From an optimization exercise on the open Yosys and OpenROAD flow, aimed at small area and a short achievable clock period; shortcuts taken in it are not production practice.
In this exercise RTL edits were held to simulation tests only and were not proved equivalent to the original.
Power is estimated from default activity; no workload was simulated.

**flow/flow/run.sh**
```bash
#!/bin/bash
# Own flow: the standard layout (standard.sh) with these changes:
#  - synthesis reads flow/impl.v, the RTL with its address decode and load path written as
#    explicit standard cells (made by gen/make_impl.py; same registers, same function);
#  - the rest of the logic is mapped with an area-oriented ABC script (flow/abc_area.script);
#    registers, their names and cell types are as in the standard synthesis;
#  - ports are buffered with buf_2 rather than a delay cell;
#  - clock tree synthesis uses larger sink clusters of clkbuf_16 without dummy loads.
# Each tool's output is kept in a log file in this folder.
set -euo pipefail
WORK=$(pwd)
export MY_WORK=$WORK
export MY_ABC_SCRIPT=$WORK/flow/abc_area.script
export CTS_ARGS="-sink_clustering_enable -repair_clock_nets -sink_clustering_size 25 -sink_clustering_max_diameter 100 -buf_list sky130_fd_sc_hd__clkbuf_16 -dont_use_dummy_load"
export BUFFER_PORTS_ARGS="-buffer_cell sky130_fd_sc_hd__buf_2"
sed -e "s#SYNTH_SCRIPT=[^ ]*#SYNTH_SCRIPT=$WORK/flow/my_synth.tcl VERILOG_FILES=$WORK/flow/impl.v#" standard.sh > my_standard.sh
grep -q "my_synth.tcl" my_standard.sh
bash my_standard.sh > flow_make.log 2>&1
for f in orfs/logs/*/data_bus/base/*.log; do cp "$f" "log_$(basename "$f")"; done
test -f out/final.def
```
**flow/flow/my_synth.tcl**
```tcl
# Standard synthesis (synth_recipe.tcl, unchanged) with one difference: the combinational
# mapping step uses an area-oriented ABC script (flow/abc_area.script). Registers, their
# names and cell types are exactly as in the standard synthesis.
proc abc {args} {
  set i [lsearch -exact $args -script]
  if {$i >= 0} { lset args [expr {$i+1}] $::env(MY_ABC_SCRIPT) }
  puts "own flow: abc $args"
  yosys abc {*}$args
}
source $::env(MY_WORK)/synth_recipe.tcl
```
**flow/standard.sh**
```bash
#!/bin/bash
# synth_recipe.tcl (not shown) runs the flow's synth.tcl, then flattens the netlist and writes it again
# the make line also repeats each setting of config.mk as NAME=value (left out here)
make -C /OpenROAD-flow-scripts/flow DESIGN_CONFIG=/design/flow/config.mk WORK_HOME=/design/flow/orfs CLKGATE_MAP_FILE= SYNTH_SCRIPT=/design/flow/synth_recipe.tcl "${@:-finish}"
```
**flow/design.v**
```verilog
module data_bus #(
  parameter int RAM_WORDS = 64,
  parameter int DEBOUNCE  = 4
) (
  input  logic        clk,
  input  logic        reset,
  input  logic        memwrite,
  input  logic [31:0] addr,
  input  logic [31:0] writedata,
  output logic [31:0] readdata,
  input  logic [4:0]  SW,
  output logic [6:0]  gled,
  output logic [6:0]  gled2,
  output logic [6:0]  gled3,
  output logic [6:0]  gled4
);
  localparam int AW = $clog2(RAM_WORDS);
  localparam int CW = (DEBOUNCE < 2) ? 1 : $clog2(DEBOUNCE);
  logic [31:0]   r_ram [RAM_WORDS];
  logic [15:0]   r_disp;
  logic [4:0]    r_sw_s1;
  logic [4:0]    r_sw_s2;
  logic [4:0]    r_sw_cand;
  logic [CW-1:0] r_db_cnt;
  logic [4:0]    r_swreg;
  logic [31:0]   r_timer;
  logic [31:0]   r_cmp;
  logic          r_match;
  logic                 w_page0;
  logic                 w_ram_blk;    
  logic                 w_per_blk;    
  logic [RAM_WORDS-1:0] w_sel_ram;    
  logic [7:0]           w_sel_per;    
  assign w_page0   = (addr[31:16] == 16'h0000);
  assign w_ram_blk = (addr[31:AW+2] == '0);
  assign w_per_blk = w_page0 && (addr[15:5] == 11'h7F8);
  always_comb begin
    for (int i = 0; i < RAM_WORDS; i++) w_sel_ram[i] = (addr[AW+1:2] == AW'(i));
    for (int i = 0; i < 8; i++)         w_sel_per[i] = (addr[4:2] == 3'(i));
  end
  function automatic logic [6:0] seg7(input logic [3:0] h);
    case (h)
      4'h0: seg7 = 7'b1000000;
      4'h1: seg7 = 7'b1111001;
      4'h2: seg7 = 7'b0100100;
      4'h3: seg7 = 7'b0110000;
      4'h4: seg7 = 7'b0011001;
      4'h5: seg7 = 7'b0010010;
      4'h6: seg7 = 7'b0000010;
      4'h7: seg7 = 7'b1111000;
      4'h8: seg7 = 7'b0000000;
      4'h9: seg7 = 7'b0010000;
      4'hA: seg7 = 7'b0001000;
      4'hB: seg7 = 7'b0000011;
      4'hC: seg7 = 7'b1000110;
      4'hD: seg7 = 7'b0100001;
      4'hE: seg7 = 7'b0000110;
      default: seg7 = 7'b0001110;
    endcase
  endfunction
  logic [15:0] w_disp_shown;
  assign w_disp_shown = reset ? r_disp : 16'h0000;
  assign gled  = seg7(w_disp_shown[3:0]);
  assign gled2 = seg7(w_disp_shown[7:4]);
  assign gled3 = seg7(w_disp_shown[11:8]);
  assign gled4 = seg7(w_disp_shown[15:12]);
  logic [4:0]  w_ps;
  logic [31:0] w_rd_ram;
  logic [31:0] w_rd_per;
  assign w_ps = {5{w_per_blk}} & w_sel_per[4:0];
  always_comb begin
    w_rd_ram = 32'h0;
    for (int i = 0; i < RAM_WORDS; i++) w_rd_ram = w_rd_ram | (r_ram[i] & {32{w_sel_ram[i]}});
    w_rd_per = ({16'h0, r_disp}   & {32{w_ps[0]}})
             | ({27'h0, r_swreg}  & {32{w_ps[1]}})
             | (r_timer           & {32{w_ps[2]}})
             | (r_cmp             & {32{w_ps[3]}})
             | ({31'h0, r_match}  & {32{w_ps[4]}});
    readdata = (w_rd_ram & {32{w_ram_blk}}) | w_rd_per;
  end
  for (genvar i = 0; i < RAM_WORDS; i++) begin : g_ram
    always_ff @(posedge clk) begin
      if (memwrite && w_ram_blk && w_sel_ram[i]) r_ram[i] <= writedata;
    end
  end
  always_ff @(posedge clk) begin
    if (!reset) begin
      r_disp <= 16'h0000;
      r_cmp  <= 32'hFFFF_FFFF;
    end else if (memwrite) begin
      if (w_ps[0]) r_disp <= writedata[15:0];
      if (w_ps[3]) r_cmp  <= writedata;
    end
  end
  always_ff @(posedge clk) begin
    if (!reset) begin
      r_timer <= 32'h0;
      r_match <= 1'b0;
    end else begin
      if (memwrite && w_ps[2]) r_timer <= writedata;
      else                     r_timer <= r_timer + 32'd1;
      if (r_timer == r_cmp)                       r_match <= 1'b1;
      else if (memwrite && w_ps[4] && writedata[0]) r_match <= 1'b0;
    end
  end
  always_ff @(posedge clk) begin
    if (!reset) begin
      r_sw_s1   <= 5'h0;
      r_sw_s2   <= 5'h0;
      r_sw_cand <= 5'h0;
      r_db_cnt  <= '0;
      r_swreg   <= 5'h0;
    end else begin
      r_sw_s1 <= SW;
      r_sw_s2 <= r_sw_s1;
      if (r_sw_s2 == r_swreg) begin
        r_sw_cand <= r_sw_s2;
        r_db_cnt  <= '0;
      end else if (r_sw_s2 != r_sw_cand) begin
        r_sw_cand <= r_sw_s2;
        r_db_cnt  <= CW'(1);
      end else if (r_db_cnt == CW'(DEBOUNCE - 1)) begin
        r_swreg  <= r_sw_s2;
        r_db_cnt <= '0;
      end else begin
        r_db_cnt <= r_db_cnt + 1'b1;
      end
    end
  end
endmodule
```
**flow/flow/impl.v**
```verilog
// rtl/data_bus.sv - core data bus: word RAM, hex display, debounced switches, timer/compare
module data_bus #(
  parameter int RAM_WORDS = 64,
  parameter int DEBOUNCE  = 4
) (
  input  logic        clk,
  input  logic        reset,
  input  logic        memwrite,
  input  logic [31:0] addr,
  input  logic [31:0] writedata,
  output logic [31:0] readdata,
  input  logic [4:0]  SW,
  output logic [6:0]  gled,
  output logic [6:0]  gled2,
  output logic [6:0]  gled3,
  output logic [6:0]  gled4
);

  localparam int AW = $clog2(RAM_WORDS);
  // Count only has to reach DEBOUNCE-1; the load happens on that cycle.
  localparam int CW = (DEBOUNCE < 2) ? 1 : $clog2(DEBOUNCE);

  logic [31:0]   r_ram [RAM_WORDS];
  logic [15:0]   r_disp;
  logic [4:0]    r_sw_s1;
  logic [4:0]    r_sw_s2;
  logic [4:0]    r_sw_cand;
  logic [CW-1:0] r_db_cnt;
  logic [4:0]    r_swreg;
  logic [31:0]   r_timer;
  logic [31:0]   r_cmp;
  logic          r_match;

  // Address decode. RAM word selects use only the word-index bits addr[7:2]; the block checks
  // (page 0 and the rest of the address) are applied separately, at the end of the load path.
  logic                 w_page0;
  logic                 w_ram_blk;   // addr[31:8] == 0: RAM window
  logic                 w_per_blk;   // addr[31:5] == 0xFF00 >> 5: peripheral window
  logic [RAM_WORDS-1:0] w_sel_ram;   // one-hot on addr[7:2]
  logic [7:0]           w_sel_per;   // one-hot on addr[4:2]

  assign w_page0   = (addr[31:16] == 16'h0000);
  assign w_per_blk = w_page0 && (addr[15:5] == 11'h7F8);
  always_comb begin
    for (int i = 0; i < 8; i++) w_sel_per[i] = (addr[4:2] == 3'(i));
  end

  // RAM word lines: 3-bit predecodes of addr[4:2] and addr[7:5], then a NOR per word.
  wire [7:2] c_an;
  wire [7:0] c_pa_n;
  wire [7:0] c_pb_n;
  for (genvar k = 2; k < 8; k++) begin : g_ainv
    sky130_fd_sc_hd__inv_1 u_inv (.A(addr[k]), .Y(c_an[k]));
  end
  for (genvar j = 0; j < 8; j++) begin : g_pre
    sky130_fd_sc_hd__nand3_1 u_pa (.A((j % 2) ? addr[2] : c_an[2]), .B(((j / 2) % 2) ? addr[3] : c_an[3]),
                           .C((j / 4) ? addr[4] : c_an[4]), .Y(c_pa_n[j]));
    sky130_fd_sc_hd__nand3_1 u_pb (.A((j % 2) ? addr[5] : c_an[5]), .B(((j / 2) % 2) ? addr[6] : c_an[6]),
                           .C((j / 4) ? addr[7] : c_an[7]), .Y(c_pb_n[j]));
  end
  for (genvar i = 0; i < RAM_WORDS; i++) begin : g_wl
    sky130_fd_sc_hd__nor2_1 u_wl (.A(c_pa_n[i % 8]), .B(c_pb_n[i / 8]), .Y(w_sel_ram[i]));
  end

  // RAM window: addr[31:8] all zero.
  wire [5:0] c_z;
  wire       c_y0_n, c_y1_n;
  for (genvar m = 0; m < 6; m++) begin : g_blk
    sky130_fd_sc_hd__nor4_1 u_z (.A(addr[8+4*m]), .B(addr[9+4*m]), .C(addr[10+4*m]), .D(addr[11+4*m]), .Y(c_z[m]));
  end
  sky130_fd_sc_hd__nand3_1 u_y0 (.A(c_z[0]), .B(c_z[1]), .C(c_z[2]), .Y(c_y0_n));
  sky130_fd_sc_hd__nand3_1 u_y1 (.A(c_z[3]), .B(c_z[4]), .C(c_z[5]), .Y(c_y1_n));
  sky130_fd_sc_hd__nor2_1  u_rb (.A(c_y0_n), .B(c_y1_n), .Y(w_ram_blk));

  // Active-low segments, bit0=a .. bit6=g.
  function automatic logic [6:0] seg7(input logic [3:0] h);
    case (h)
      4'h0: seg7 = 7'b1000000;
      4'h1: seg7 = 7'b1111001;
      4'h2: seg7 = 7'b0100100;
      4'h3: seg7 = 7'b0110000;
      4'h4: seg7 = 7'b0011001;
      4'h5: seg7 = 7'b0010010;
      4'h6: seg7 = 7'b0000010;
      4'h7: seg7 = 7'b1111000;
      4'h8: seg7 = 7'b0000000;
      4'h9: seg7 = 7'b0010000;
      4'hA: seg7 = 7'b0001000;
      4'hB: seg7 = 7'b0000011;
      4'hC: seg7 = 7'b1000110;
      4'hD: seg7 = 7'b0100001;
      4'hE: seg7 = 7'b0000110;
      default: seg7 = 7'b0001110;
    endcase
  endfunction

  // Blank to zeros while reset is held, even before the first reset edge.
  logic [15:0] w_disp_shown;
  assign w_disp_shown = reset ? r_disp : 16'h0000;
  assign gled  = seg7(w_disp_shown[3:0]);
  assign gled2 = seg7(w_disp_shown[7:4]);
  assign gled3 = seg7(w_disp_shown[11:8]);
  assign gled4 = seg7(w_disp_shown[15:12]);

  // Combinational load: AND-OR over one-hot selects; anything unmapped reads as zero.
  logic [4:0]  w_ps;
  assign w_ps = {5{w_per_blk}} & w_sel_per[4:0];
  // Load path per bit: AOI222 over three words at a time, NAND4, OAI41/OAI21 with the RAM
  // window, and a final NAND with the register terms.
  for (genvar b = 0; b < 32; b++) begin : g_rd
    wire [21:0] l1;
    wire [5:0]  l2;
    wire        h0_n, h1_n;
    for (genvar g = 0; g < 21; g++) begin : g_l1
      sky130_fd_sc_hd__a222oi_1 u (.A1(w_sel_ram[3*g]),   .A2(r_ram[3*g][b]),
                                  .B1(w_sel_ram[3*g+1]), .B2(r_ram[3*g+1][b]),
                                  .C1(w_sel_ram[3*g+2]), .C2(r_ram[3*g+2][b]), .Y(l1[g]));
    end
    sky130_fd_sc_hd__nand2_1 u_l1_21 (.A(w_sel_ram[63]), .B(r_ram[63][b]), .Y(l1[21]));
    for (genvar g = 0; g < 5; g++) begin : g_l2
      sky130_fd_sc_hd__nand4_1 u (.A(l1[4*g]), .B(l1[4*g+1]), .C(l1[4*g+2]), .D(l1[4*g+3]), .Y(l2[g]));
    end
    sky130_fd_sc_hd__nand2_1 u_l2_5 (.A(l1[20]), .B(l1[21]), .Y(l2[5]));
    sky130_fd_sc_hd__o41ai_1 u_l3_0 (.A1(l2[0]), .A2(l2[1]), .A3(l2[2]), .A4(l2[3]), .B1(w_ram_blk), .Y(h0_n));
    sky130_fd_sc_hd__o21ai_1 u_l3_1 (.A1(l2[4]), .A2(l2[5]), .B1(w_ram_blk), .Y(h1_n));
    if (b == 0) begin : g_p5
      wire p0_n, p1_n;
      sky130_fd_sc_hd__a222oi_1 u_p0 (.A1(w_ps[0]), .A2(r_disp[b]), .B1(w_ps[1]), .B2(r_swreg[b]),
                                     .C1(w_ps[2]), .C2(r_timer[b]), .Y(p0_n));
      sky130_fd_sc_hd__a22oi_1 u_p1 (.A1(w_ps[3]), .A2(r_cmp[b]), .B1(w_ps[4]), .B2(r_match), .Y(p1_n));
      sky130_fd_sc_hd__nand4_1 u_o (.A(h0_n), .B(h1_n), .C(p0_n), .D(p1_n), .Y(readdata[b]));
    end else if (b < 5) begin : g_p4
      wire p0_n, p1_n;
      sky130_fd_sc_hd__a22oi_1 u_p0 (.A1(w_ps[0]), .A2(r_disp[b]), .B1(w_ps[1]), .B2(r_swreg[b]), .Y(p0_n));
      sky130_fd_sc_hd__a22oi_1 u_p1 (.A1(w_ps[2]), .A2(r_timer[b]), .B1(w_ps[3]), .B2(r_cmp[b]), .Y(p1_n));
      sky130_fd_sc_hd__nand4_1 u_o (.A(h0_n), .B(h1_n), .C(p0_n), .D(p1_n), .Y(readdata[b]));
    end else if (b < 16) begin : g_p3
      wire p0_n;
      sky130_fd_sc_hd__a222oi_1 u_p0 (.A1(w_ps[0]), .A2(r_disp[b]), .B1(w_ps[2]), .B2(r_timer[b]),
                                     .C1(w_ps[3]), .C2(r_cmp[b]), .Y(p0_n));
      sky130_fd_sc_hd__nand3_1 u_o (.A(h0_n), .B(h1_n), .C(p0_n), .Y(readdata[b]));
    end else begin : g_p2
      wire p0_n;
      sky130_fd_sc_hd__a22oi_1 u_p0 (.A1(w_ps[2]), .A2(r_timer[b]), .B1(w_ps[3]), .B2(r_cmp[b]), .Y(p0_n));
      sky130_fd_sc_hd__nand3_1 u_o (.A(h0_n), .B(h1_n), .C(p0_n), .Y(readdata[b]));
    end
  end

  // RAM store; contents survive reset and stores still land while reset is held.
  for (genvar i = 0; i < RAM_WORDS; i++) begin : g_ram
    always_ff @(posedge clk) begin
      if (memwrite && w_ram_blk && w_sel_ram[i]) r_ram[i] <= writedata;
    end
  end

  // Display and compare registers written from the bus.
  always_ff @(posedge clk) begin
    if (!reset) begin
      r_disp <= 16'h0000;
      r_cmp  <= 32'hFFFF_FFFF;
    end else if (memwrite) begin
      if (w_ps[0]) r_disp <= writedata[15:0];
      if (w_ps[3]) r_cmp  <= writedata;
    end
  end

  // Free-running timer with bus load, and sticky MATCH where a set beats a clear.
  always_ff @(posedge clk) begin
    if (!reset) begin
      r_timer <= 32'h0;
      r_match <= 1'b0;
    end else begin
      if (memwrite && w_ps[2]) r_timer <= writedata;
      else                     r_timer <= r_timer + 32'd1;
      if (r_timer == r_cmp)                       r_match <= 1'b1;
      else if (memwrite && w_ps[4] && writedata[0]) r_match <= 1'b0;
    end
  end

  // Switch synchronizer and debouncer: candidate must hold DEBOUNCE cycles to replace SWREG.
  always_ff @(posedge clk) begin
    if (!reset) begin
      r_sw_s1   <= 5'h0;
      r_sw_s2   <= 5'h0;
      r_sw_cand <= 5'h0;
      r_db_cnt  <= '0;
      r_swreg   <= 5'h0;
    end else begin
      r_sw_s1 <= SW;
      r_sw_s2 <= r_sw_s1;
      if (r_sw_s2 == r_swreg) begin
        r_sw_cand <= r_sw_s2;
        r_db_cnt  <= '0;
      end else if (r_sw_s2 != r_sw_cand) begin
        r_sw_cand <= r_sw_s2;
        r_db_cnt  <= CW'(1);
      end else if (r_db_cnt == CW'(DEBOUNCE - 1)) begin
        r_swreg  <= r_sw_s2;
        r_db_cnt <= '0;
      end else begin
        r_db_cnt <= r_db_cnt + 1'b1;
      end
    end
  end

endmodule
```
**flow/config.mk**
```make
export PLATFORM = sky130hd
export DESIGN_NAME = data_bus
export DESIGN_NICKNAME = data_bus
export VERILOG_FILES = /design/flow/design.v
export SDC_FILE = /design/flow/constraint.sdc
export NUM_CORES = 4
export LEC_CHECK = 0
export CAP_MARGIN = 5
export CORE_MARGIN = 2
export CORE_UTILIZATION = 55
export SETUP_SLACK_MARGIN = 1.5
export SLEW_MARGIN = 5
```
**flow/constraint.sdc**
```tcl
create_clock -name core_clock -period 7.0 [get_ports {clk}]
set_input_delay 1.4000 -clock core_clock [delete_from_list [all_inputs] [get_ports {clk}]]
set_output_delay 1.4000 -clock core_clock [all_outputs]
set_load 0.01 [all_outputs]
```
**flow/flow/abc_area.script**
```
strash
ifraig
scorr
dc2
dch -f
map -a
topo
stime -c
```
==> summary.txt <==
## metrics by stage
stage	total power, W	utilization
global placement	0.0149	0.596
finish	0.0209	0.632
CTS	0.0209	0.628
detailed placement	0.0149	0.596
floorplan	0.0145	-
global route	0.0213	0.632
## per-layer routing
layer | vias to the layer above | routed length, um | global-route usage
met3 | 311 | 27700 | 0.0534
met2 | 3010 | 108000 | 0.501
li1 | 19200 | - | -
met5 | - | 0 | 0
met1 | 23800 | 90700 | 0.477
met4 | 0 | 8340 | 0.104
## Yosys cell counts
cell,count
sky130_fd_sc_hd__o32ai_1,9
sky130_fd_sc_hd__clkinv_1,163
sky130_fd_sc_hd__o22ai_1,11
sky130_fd_sc_hd__nor2_1,197
sky130_fd_sc_hd__a21oi_1,58
sky130_fd_sc_hd__xor2_1,17
sky130_fd_sc_hd__o2111ai_1,1
sky130_fd_sc_hd__nor4_1,19
sky130_fd_sc_hd__o21a_1,1
sky130_fd_sc_hd__o211ai_1,6
sky130_fd_sc_hd__and2_2,1
sky130_fd_sc_hd__edfxtp_1,2048
sky130_fd_sc_hd__a31oi_1,2
sky130_fd_sc_hd__nor3_1,17
sky130_fd_sc_hd__o21ai_0,66
sky130_fd_sc_hd__nand2_1,211
sky130_fd_sc_hd__nor3b_1,1
sky130_fd_sc_hd__o41ai_1,32
sky130_fd_sc_hd__a32oi_1,8
sky130_fd_sc_hd__a211oi_1,6
sky130_fd_sc_hd__o211a_1,2
sky130_fd_sc_hd__or2_2,2
sky130_fd_sc_hd__o21ai_1,32
sky130_fd_sc_hd__o221ai_1,1
sky130_fd_sc_hd__inv_1,6
sky130_fd_sc_hd__a22oi_1,30
sky130_fd_sc_hd__nand3_1,81
sky130_fd_sc_hd__a222oi_1,684
sky130_fd_sc_hd__dfxtp_1,103
sky130_fd_sc_hd__nor4b_1,1
sky130_fd_sc_hd__nand4_1,178
sky130_fd_sc_hd__ha_1,26
sky130_fd_sc_hd__xnor2_1,27
sky130_fd_sc_hd__and3_2,1
## cells by family after synthesis
group / after synthesis / share of synthesized area
AOI/OAI and AO/OA: 949 / 0.111
DFF: 2151 / 0.829
xor gates and xnor gates: 44 / 0.00502
and+or+nand+nor: 709 / 0.0430
buffers and inverters: 169 / 0.00827
adders and majority gates: 26 / 0.00424
## flip-flops by register name, summed over array words and instances (netlist names)
signal	cells
r_sw_s1	5
r_sw_cand	5
r_match	1
r_ram	2048
r_sw_s2	5
r_cmp	32
r_timer	32
r_db_cnt	2
r_swreg	5
r_disp	16
## cell type report
class / count / area, um2
sequential: 2151 / 63600
fill: 9769 / 51200
multi-input combinational: 1748 / 14300
timing repair buffer: 522 / 4540
clock buffer: 96 / 2400
tap: 1876 / 2350
inverter: 169 / 649
antenna: 1 / 2.50
## power groups by stage
stage,registers [W],clock network (W),logic (W)
6_report,0.0141,0.00614,0.000685
5_1_grt,0.0141,0.00654,0.000709
4_1_cts,0.0141,0.00619,0.000656
3_5_place_dp,0.0144,0,0.000583
3_3_place_gp,0.0144,0,0.000574
2_1_floorplan,0.0144,0,0.000128
## worst max-delay path by stage
| stage | startpoint | end | slack [ps] | depth (start not counted) |
|---|---|---|---|---|
| 2_1_floorplan | addr[25] | readdata[1] | 1430 | 7 |
| 5_1_grt | addr[4] | readdata[9] | 1270 | 12 |
| 6_report | addr[4] | readdata[21] | 1240 | 11 |
| 3_5_place_dp | addr[3] | readdata[19] | 450 | 12 |
| 4_1_cts | addr[2] | readdata[31] | 1360 | 11 |
| 3_3_place_gp | addr[3] | readdata[30] | 500 | 10 |
## worst max-delay path, stage by stage
cell and delay, ps:
sky130_fd_sc_hd__buf_16 110, sky130_fd_sc_hd__clkinvlp_4 190, sky130_fd_sc_hd__nand3_2 210, sky130_fd_sc_hd__nor2_4 140, sky130_fd_sc_hd__buf_6 200, sky130_fd_sc_hd__a222oi_1 560, sky130_fd_sc_hd__nand4_1 560, sky130_fd_sc_hd__o41ai_2 470
sky130_fd_sc_hd__buf_4 230, sky130_fd_sc_hd__nand3_4 100, sky130_fd_sc_hd__buf_6 170
## timing repair
action	4_1_cts	5_1_grt
endpoints found under the hold margin	0	0
gates cloned	23	3
pin swaps	117	70
setup endpoints to repair	32	32
setup buffers	88	27
hold buffers	0	0
gates resized for setup	195	48
==> summary.txt <==
# TYPE chip_impl_metric gauge
chip_impl_metric{name="switching_power_share_of_the_total",unit=""} 0.202
chip_impl_metric{name="setup_tns_final",unit="ps"} 0
chip_impl_info{name="worstSetupPathType",value="in2out"} 1
chip_impl_info{name="rsz_0062_raised_after_global_routing",value="yes"} 1
chip_impl_metric{name="dp_cells",unit=""} 6325
chip_impl_metric{name="drv_slew",unit=""} 0
chip_impl_metric{name="final_min_period_over_clock_period",unit=""} 0.823
chip_impl_metric{name="first_pass_grt_wire_length",unit="mm"} 323
chip_impl_metric{name="fin_ws",unit="ps"} 1240
chip_impl_info{name="most_common_cell_after_layout_fill_and_taps_aside",value="sky130_fd_sc_hd__edfxtp_1"} 1
chip_impl_metric{name="grt_pass1_vias",unit=""} 43000
chip_impl_metric{name="fp-row-count",unit=""} 137
chip_impl_metric{name="finalHoldWorstSlack",unit="ps"} 404
chip_impl_metric{name="route.detailed.drc",unit=""} 0
chip_impl_metric{name="final_count_of_negative_setup_slack_endpoints",unit=""} 0
chip_impl_metric{name="fin_area",unit="um2"} 87800
chip_impl_metric{name="cellLeakagePower",unit="nW"} 27.5
chip_impl_metric{name="total_congestion_overflow_after_global_routing",unit=""} 0
chip_impl_metric{name="grt_antenna_before_repair",unit=""} 4
chip_impl_metric{name="reg_clk_slew_reported_paths",unit="ps"} 90
chip_impl_metric{name="timing.critical_path.arrival",unit="ps"} 4360
chip_impl_metric{name="drv.max_cap_violation_count",unit=""} 0
chip_impl_metric{name="max-vdd-ir-drop",unit="mV"} 0.240
chip_impl_metric{name="hold_path_depth",unit=""} 2
chip_impl_metric{name="placement_cell_area",unit="um2"} 82900
chip_impl_metric{name="fin_cells",unit=""} 6563
chip_impl_metric{name="die_area",unit="um2"} 142000
chip_impl_metric{name="wire_per_inst",unit="um"} 35.7
chip_impl_info{name="synth_top_cells_by_area",value="sky130_fd_sc_hd__edfxtp_1 (80%), sky130_fd_sc_hd__a222oi_1 (8.9%), sky130_fd_sc_hd__dfxtp_1 (2.7%)"} 1
chip_impl_metric{name="worst_setup_timing_slack_at_the_placement_stage",unit="ps"} 446
chip_impl_metric{name="post_synth_inst_count",unit=""} 4048
chip_impl_metric{name="largest_net_degree_at_the_start_of_global_routing",unit=""} 68
chip_impl_metric{name="vias_per_cell",unit=""} 7.05
chip_impl_info{name="cts.root.buffer_cell",value="sky130_fd_sc_hd__clkbuf_16"} 1
chip_impl_metric{name="synth_cell_type_count",unit=""} 34
chip_impl_metric{name="seq_area_frac_synth",unit=""} 0.829
chip_impl_metric{name="finalNetCount",unit=""} 4786
chip_impl_metric{name="core_area",unit="um2"} 139000
chip_impl_metric{name="synth_fp_nets",unit=""} 4146
chip_impl_info{name="critical_path.reg2reg.startpoint",value="r_timer[0]"} 1
chip_impl_metric{name="htreeDepth",unit=""} 3
chip_impl_metric{name="drt-initial-drc-count",unit=""} 9921
chip_impl_metric{name="cts_num_sinks",unit=""} 2151
chip_impl_metric{name="time_the_worst_path_needs_with_i_o_delays_and_setup",unit="ps"} 5760
chip_impl_metric{name="netSwitchingPower",unit="W"} 0.00423
chip_impl_metric{name="worst_slew_pin_slew",unit="ps"} 1220
chip_impl_metric{name="fmax",unit="MHz"} 174
chip_impl_info{name="worstHoldEndpoint",value="r_sw_s2[3]"} 1
chip_impl_info{name="outcome",value="no timing/DRC/antenna violations"} 1
chip_impl_metric{name="cts_inserted_buffers",unit=""} 96
chip_impl_info{name="mostFrequentLayoutCells",value="sky130_fd_sc_hd__edfxtp_1 (2048), sky130_fd_sc_hd__a222oi_1 (684), sky130_fd_sc_hd__buf_4 (309), sky130_fd_sc_hd__nand2_1 (210), sky130_fd_sc_hd__nand4_1 (178)"} 1
chip_impl_metric{name="synthesis.yosys.warnings",unit=""} 2
chip_impl_metric{name="share_clk_of_total_power",unit=""} 0.294
chip_impl_metric{name="critical_path_required",unit="ps"} 5600
chip_impl_metric{name="seq_power_share",unit=""} 0.673
chip_impl_info{name="hold_path_class",value="reg2reg"} 1
chip_impl_info{name="reg2reg_to",value="r_timer[31]"} 1
chip_impl_metric{name="p_int",unit="W"} 0.0167
chip_impl_metric{name="wirelength",unit="mm"} 235
chip_impl_metric{name="initial_utilization",unit=""} 0.552
chip_impl_metric{name="gpl.final_weighted_congestion",unit=""} 0.876
chip_impl_metric{name="max-slew-margin-rel",unit=""} 0.187
chip_impl_metric{name="port-buffer-count",unit=""} 129
chip_impl_metric{name="synth_top_area_frac",unit=""} 0.802
chip_impl_metric{name="power.combinational.fraction",unit=""} 0.033
chip_impl_info{name="worst_setup_path_end_kind",value="primary output"} 1
chip_impl_info{name="cp-start-kind",value="input port"} 1
chip_impl_metric{name="fin_skew",unit="ps"} 33.6
chip_impl_metric{name="pwr_dens",unit="nW/um2"} 238
chip_impl_metric{name="syn_area_per_cell",unit="um2"} 18.9
chip_impl_metric{name="number_of_top_level_pins",unit=""} 132
chip_impl_metric{name="hold_violations",unit=""} 0
chip_impl_metric{name="drt-pass1-iter-count",unit=""} 12
chip_impl_metric{name="worst-path-max-fanout",unit=""} 15
chip_impl_metric{name="place_hpwl",unit="mm"} 136
chip_impl_metric{name="area_delta_synth_final",unit="%"} 14.5
chip_impl_info{name="worst_hold_startpoint",value="r_sw_s1[3]"} 1
chip_impl_metric{name="drt.antenna.violating_nets",unit=""} 0
chip_impl_metric{name="regToRegSetupSlack",unit="ps"} 3240
chip_impl_info{name="cts_tree",value="built"} 1
chip_impl_info{name="synthDominantAreaCellType",value="sky130_fd_sc_hd__edfxtp_1"} 1
chip_impl_metric{name="die_width",unit="um"} 377
chip_impl_metric{name="drive_gt1_frac",unit=""} 0.182
chip_impl_metric{name="grt_use_total",unit=""} 0.324
chip_impl_metric{name="chipHeight",unit="um"} 377
chip_impl_metric{name="syn_area",unit="um2"} 76700
chip_impl_metric{name="reg2regPathDepth",unit=""} 18
chip_impl_metric{name="dr_total_vias",unit=""} 46300
chip_impl_metric{name="ys_seq_elements",unit=""} 2151
chip_impl_metric{name="max-clock-path-buffers",unit=""} 3
chip_impl_metric{name="insertion_delay",unit="ps"} 730

[separate check: timing with driven ports]
The flow's constraints put no driver on any port. The routed layout listed below was extracted and timed again, unchanged, in two steps. Step 1, drivers: a clkbuf_16 drives clk and a buf_2 each remaining input, both assumed. Step 2 adds t to the input delays and takes it off the output delays; t is the mean of the earliest and latest rising clock arrival at the registers after step 1. Input paths then give back, and output paths get back, about the clock's delay inside the block. a / b / c = ideal / step 1 / step 2; a / b = the first two.
shift t [ns]: 0.804
setup WS [ns]: 1.239 / 1.148 / 1.148
hold slack, ns: 0.404 / 0.404 / 0.404
After both steps setup and hold are still met in this run. For this run, drivers alone change the setup slack by -0.091 ns; drivers and shift together by -0.091 ns.
